Source: an optimization exercise on an open RTL-to-GDS flow (aim: small area, a short achievable clock period and few clock cycles per item). Production flows keep margins and buffers that such runs may drop.
No functional check of the RTL was part of any run shown here.

## flow/design.v (module list and top-level ports; edited modules follow where they fit)
// module hft_macd_engine_mc: 195 lines
// module csa_fast: 802 lines
// module csa_slow: 810 lines
// module csa_sig: 1382 lines
module hft_macd_engine_mc #(
   parameter int N_CH            = 4,
   parameter int PRICE_W         = 32,
   parameter int FRAC_W          = 16,
   parameter int ALPHA_FAST      = 10181,
   parameter int ALPHA_SLOW      = 4854,
   parameter int ALPHA_SIG       = 13107,
   parameter int HYST            = 0,
   parameter int WARMUP_TICKS    = 26,
   parameter int STOP_LOSS_PTS   = 50,
   parameter int TAKE_PROFIT_PTS = 100
) (
   input  logic                              clk,
   input  logic                              reset,
   input  logic                              tick_valid,
   output logic                              tick_ready,
   input  logic [$clog2(N_CH)-1:0]           tick_ch,
   input  logic signed [PRICE_W-1:0]         tick_price,
   input  logic                              trade_en,
   output logic                              order_valid,
   input  logic                              order_ready,
   output logic [$clog2(N_CH)-1:0]           order_ch,
   output logic [1:0]                        order_side,
   output logic signed [PRICE_W-1:0]         order_price
);
  // ...
==> flow/run.sh <==
#!/bin/bash
# synth_recipe.tcl (not shown) runs the flow's synth.tcl, then flattens the netlist and writes it again
# the make line also repeats each setting of config.mk as NAME=value (left out here)
make -C /OpenROAD-flow-scripts/flow DESIGN_CONFIG=/design/flow/config.mk WORK_HOME=/design/flow/orfs CLKGATE_MAP_FILE= SYNTH_SCRIPT=/design/flow/synth_recipe.tcl finish
==> flow/config.mk <==
export PLATFORM = sky130hd
export DESIGN_NAME = hft_macd_engine_mc
export DESIGN_NICKNAME = hft_macd_engine_mc
export VERILOG_FILES = /design/flow/design.v
export SDC_FILE = /design/flow/constraint.sdc
export NUM_CORES = 4
export LEC_CHECK = 0
export CAP_MARGIN = 60
export CORE_MARGIN = 2
export CORE_UTILIZATION = 40
export SLEW_MARGIN = 60
==> flow/constraint.sdc <==
create_clock -name core_clock -period 17.0 [get_ports {clk}]
set_input_delay 3.4000 -clock core_clock [delete_from_list [all_inputs] [get_ports {clk}]]
set_output_delay 3.4000 -clock core_clock [all_outputs]
set_load 0.01 [all_outputs]
==> results.py, run 1 <==
metrics = {
    "timing": {
        "tns_ns": 0,
        "layout_min_cycle_time_ns": 10.73,
        "slew_headroom_pct": 57.7,
        "worst_slack_ns": 6.28,
        "rsz0062_at_grt": "false",
    },
    "synthesis": {
        "synthesis.area_um2": 78000,
        "synth_fp_nets": 7932,
        "avgSynthCellArea_um2": 11.5,
        "async_flop_share_pct": 3.50,
        "synth_area_leaders": "edfxtp_1 (36%), fa_1 (15%), ha_1 (8.6%), mux4_2 (8.0%), inv_1 (5.6%)",
        "synth_top_area_share_pct": 36.1,
        "synth_top_area_cell": "edfxtp_1",
    },
    "setup_path": {
        "cp_num_buf_inv": 8,
        "endpoint_kind": "register",
        "path_delay_family": "adder cells",
        "cp_max_fo": 42,
        "critPathMaxStageDelay_ns": 0.61,
        "path_depth": 38,
    },
    "worst_hold_path": {
        "hp-class": "reg2reg",
    },
    "global_route": {
        "gr-usage-all-layers_pct": 21.5,
        "antenna_found_initial": 3,
    },
    "outcome": {
        "status": "complete, no violations",
    },
    "cts": {
        "hold_buffers": 0,
    },
    "cells_and_area": {
        "finalNetCount": 8049,
        "multiInputGateArea_um2": 44800,
        "top_regs": "sig_q x196, fast_q x192, slow_q x192",
        "nMultiInputCombCells": 4456,
        "drive_gt1_share_pct": 11.3,
        "clock_buffer_count": 127,
    },
    "placed_design": {
        "port_buffers": 76,
    },
    "die": {
        "die_h_um": 445,
        "die_area_um2": 198000,
        "core_area_um2": 194000,
    },
}
==> run 2: changes to the inputs <==
--- a/flow/config.mk
+++ b/flow/config.mk
@@ -5,7 +5,8 @@
 export SDC_FILE = /design/flow/constraint.sdc
 export NUM_CORES = 4
 export LEC_CHECK = 0
-export CAP_MARGIN = 60
+export CAP_MARGIN = 85
 export CORE_MARGIN = 2
 export CORE_UTILIZATION = 40
-export SLEW_MARGIN = 60
+export SETUP_SLACK_MARGIN = 5
+export SLEW_MARGIN = 85
==> results.py, run 2 <==
metrics = {
    "synthesis": {
        "synthMuxAreaShare_pct": 8.59,
        "avgSynthCellArea_um2": 11.5,
        "synth_fp_nets": 7932,
        "synth_compound_area_share_pct": 11.0,
        "synthesis.area_um2": 78000,
        "yosys.area_share.simple_pct": 7.55,
        "synth_top_family_by_area": "adder cells",
        "syn_inst": 6774,
        "synth_area_leaders": "edfxtp_1 (36%), fa_1 (15%), ha_1 (8.6%), mux4_2 (8.0%), inv_1 (5.6%)",
        "synth_ff_type": "edfxtp_1",
        "ys_ff_latch": 972,
        "synth_top_area_share_pct": 36.1,
        "synthXorXnorAreaFrac_pct": 5.27,
        "synth_cell_types": 98,
        "async_flop_share_pct": 3.50,
        "synth_top_area_cell": "edfxtp_1",
        "synth-adder-area-share_pct": 23.8,
        "ys_seq_area_share_pct": 37.2,
        "yosys_warnings": 13,
        "synth-edff-count": 938,
        "synthTopCellsByCount": "inv_1 (1160), edfxtp_1 (938), fa_1 (584), ha_1 (535), a21oi_1 (357)",
        "yosys.cell_count.top_type": "inv_1",
    },
    "global_route": {
        "grt_pass1_wl_um": 354000,
        "grt_max_degree": 34,
        "met2_usage_pct": 37.8,
        "grt-busiest-layer": "met2",
        "antenna_found_initial": 2,
        "gr-usage-all-layers_pct": 23.1,
        "grt_overflow": 0,
        "use_met3_pct": 2.82,
        "grt_pass1_vias": 59407,
        "grt_use_met1_pct": 33.0,
    },
    "timing": {
        "finClkSkew_ns": 0.0911,
        "rsz0062_at_grt": "true",
        "worst_slew_pin_slew_ns": 0.344,
        "finalMaxSlewViolations": 0,
        "layout_min_cycle_time_ns": 12.23,
        "slew_headroom_pct": 76.9,
        "finalSetupViolCount": 0,
        "fmax_ghz": 0.0818,
        "finalCritPeriodShare_pct": 71.9,
        "worst_slack_ns": 4.77,
        "hold_violations": 0,
    },
    "run": {
        "max_cap_viol_count": 0,
    },
    "die": {
        "die_width_um": 445,
        "die_h_um": 445,
        "start_util_pct": 40.1,
        "rows": 162,
        "core_area_um2": 194000,
        "die_area_um2": 198000,
        "io_pins": 77,
    },
    "cells_and_area": {
        "finalNetCount": 9225,
        "top_register": "sig_q",
        "drive_gt1_share_pct": 37.4,
        "final_common_cell": "inv_1",
        "num_antenna_cells": 0,
        "fin_util_pct": 55.8,
        "largest_reg_flops": 196,
        "finalNonFillerCells": 10698,
        "flow.area_growth_from_synthesis_pct": 39.1,
        "layout_common_cells": "inv_1 (1060), edfxtp_1 (938), fa_1 (581)",
        "top_regs": "sig_q x196, fast_q x192, slow_q x192",
    },
    "cts": {
        "clockRootBuffer": "clkbuf_16",
        "clkTransAtPathRegs_ns": 0.06,
        "cts_buffer_depth": 3,
        "cts_htree_levels": 3,
        "clock_sinks": 972,
        "cts_made_buffers": 105,
        "insertion_delay_ns": 0.77,
        "hold_buffers": 0,
        "cts_tree": "built",
    },
    "placed_design": {
        "port_buffers": 76,
        "dp_hpwl_um": 187000,
        "placedCellCount": 10166,
        "pre_cts_ws_ns": -3.10,
        "place_congestion": 0.944,
    },
    "routing": {
        "drtIter0Drc": 4756,
        "wire_per_inst_um": 22.5,
        "wl_um": 241000,
        "ant_nets": 0,
        "num_vias": 59167,
        "drc": 0,
        "viasPerCell": 5.53,
        "first_pass_iters": 6,
    },
    "worst_hold_path": {
        "hp-class": "reg2reg",
    },
    "outcome": {
        "status": "complete, no violations",
    },
    "setup_path": {
        "critPathMaxStageDelay_ns": 0.56,
        "endpoint_kind": "register",
        "critPathRequiredTime_ns": 17.52,
        "critPathKind": "reg2reg",
        "slowest_stage": "fa_1",
        "cpMostUsedCell": "dlymetal6s2s_1",
        "startpoint_type": "register",
        "worstPathArrival_ns": 12.74,
        "cp_max_fo": 8,
    },
}
run 2: path summary, 6_finish.rpt:
| check | from | end | slack, ns | cells past startpoint |
|---|---|---|---|---|
| max reg2reg | ch3_q[1] | sig_q[0][38] | 4.77 | 59 |
| max in group asynchronous | reset | warm_q[2][2] | 13.73 | 4 |
| min reg2reg | px2_q[3] | px3_q[3] | 0.41 | 0 |
| max | ch3_q[1] | sig_q[0][38] | 4.77 | 59 |
| min in group asynchronous | reset | warm_q[0][4] | 2.94 | 3 |
| min | px2_q[3] | px3_q[3] | 0.41 | 0 |
run 2: logic make-up (layout without fill, tap and decap cells):
kind of cell	count (synthesis)	after routing
adders and majority gates	1136	1136
muxes	320	320
AOI/OAI and AO/OA	1333	1333
buffers and inverters	1346	2728
DFF	972	972
and+or+nand+nor	1213	1213
xor gates and xnor gates	454	454
run 2: metrics by stage:
stage | hold WS, ns | instance area [µm²] | setup TNS (ns)
floorplan | 0.400 | 78000 | 0
global placement | 0.401 | 82000 | 0
detailed placement | 0.405 | 97900 | -551.59
CTS | 0.408 | 102000 | 0
global route | 0.424 | 108000 | 0
finish | 0.414 | 108000 | 0
run 2: metal layers:
metal | vias up | part of all wire, %
met2 | 2126 | 48
met1 | 30196 | 43
met5 | - | 0
li1 | 26401 | -
met4 | 0 | 2.9
met3 | 444 | 6.6
run 2: worst max-delay path: cells and delay by family, from the launching register on:
| family | cells | cell delay [ns] |
|---|---|---|
| DFF | 1 | 0.43 |
| adders and majority gates | 6 | 2.35 |
| xor gates and xnor gates | 1 | 0.18 |
| muxes | 2 | 0.58 |
| and+or+nand+nor | 5 | 0.74 |
| buffers and inverters | 34 | 5.51 |
| AOI/OAI and AO/OA | 11 | 2.12 |
run 2: final cells by class:
cell class,count,area (µm²)
clock buffers,132,2800
inverters,1164,4470
flip-flops and latches,972,29000
fillers,15131,86000
multi-input cells,4456,56700
repair buffers,1368,11500
well taps,2542,3180
clock inverters,64,786
run 2: repair_timing:
action | 4_1_cts | 5_1_grt
buffers inserted | 55 | 126
setup endpoints to repair | 260 | 502
cloned | 2 | 1
gates resized for setup | 158 | 220
pin swaps | 34 | 87

separate check: timing with driven ports:
No port has a modelled driver above. Below, the same layouts with a new extraction and two added sets of constraints. Step 1 (the two cells are an assumption about what drives the block):
set clk [get_ports {clk}]
set_driving_cell -lib_cell sky130_fd_sc_hd__clkbuf_16 $clk
set_driving_cell -lib_cell sky130_fd_sc_hd__buf_2 [delete_from_list [all_inputs] $clk]
Step 2 moves the port delays by t, midway between the first and last clock arrival at a register: inputs arrive t later, outputs are due t later. That takes back most of the time a late clock gives input paths. Three values: ideal, step 1, step 2; two values: the first two.
| run | t, ns | setup slack, ns | hold WS [ns] | worst setup path after step 2 | worst slew at a driven data input, ns |
|---|---|---|---|---|---|
| run 1 | 0.804 | 6.275 / 6.275 / 6.275 | 0.365 / 0.365 / 0.365 | register to register | 0.13 |
| run 2 | 0.817 | 4.773 / 4.773 / 4.773 | 0.414 / 0.414 / 0.414 | register to register | 0.13 |
After both steps setup and hold are still met in every run listed.
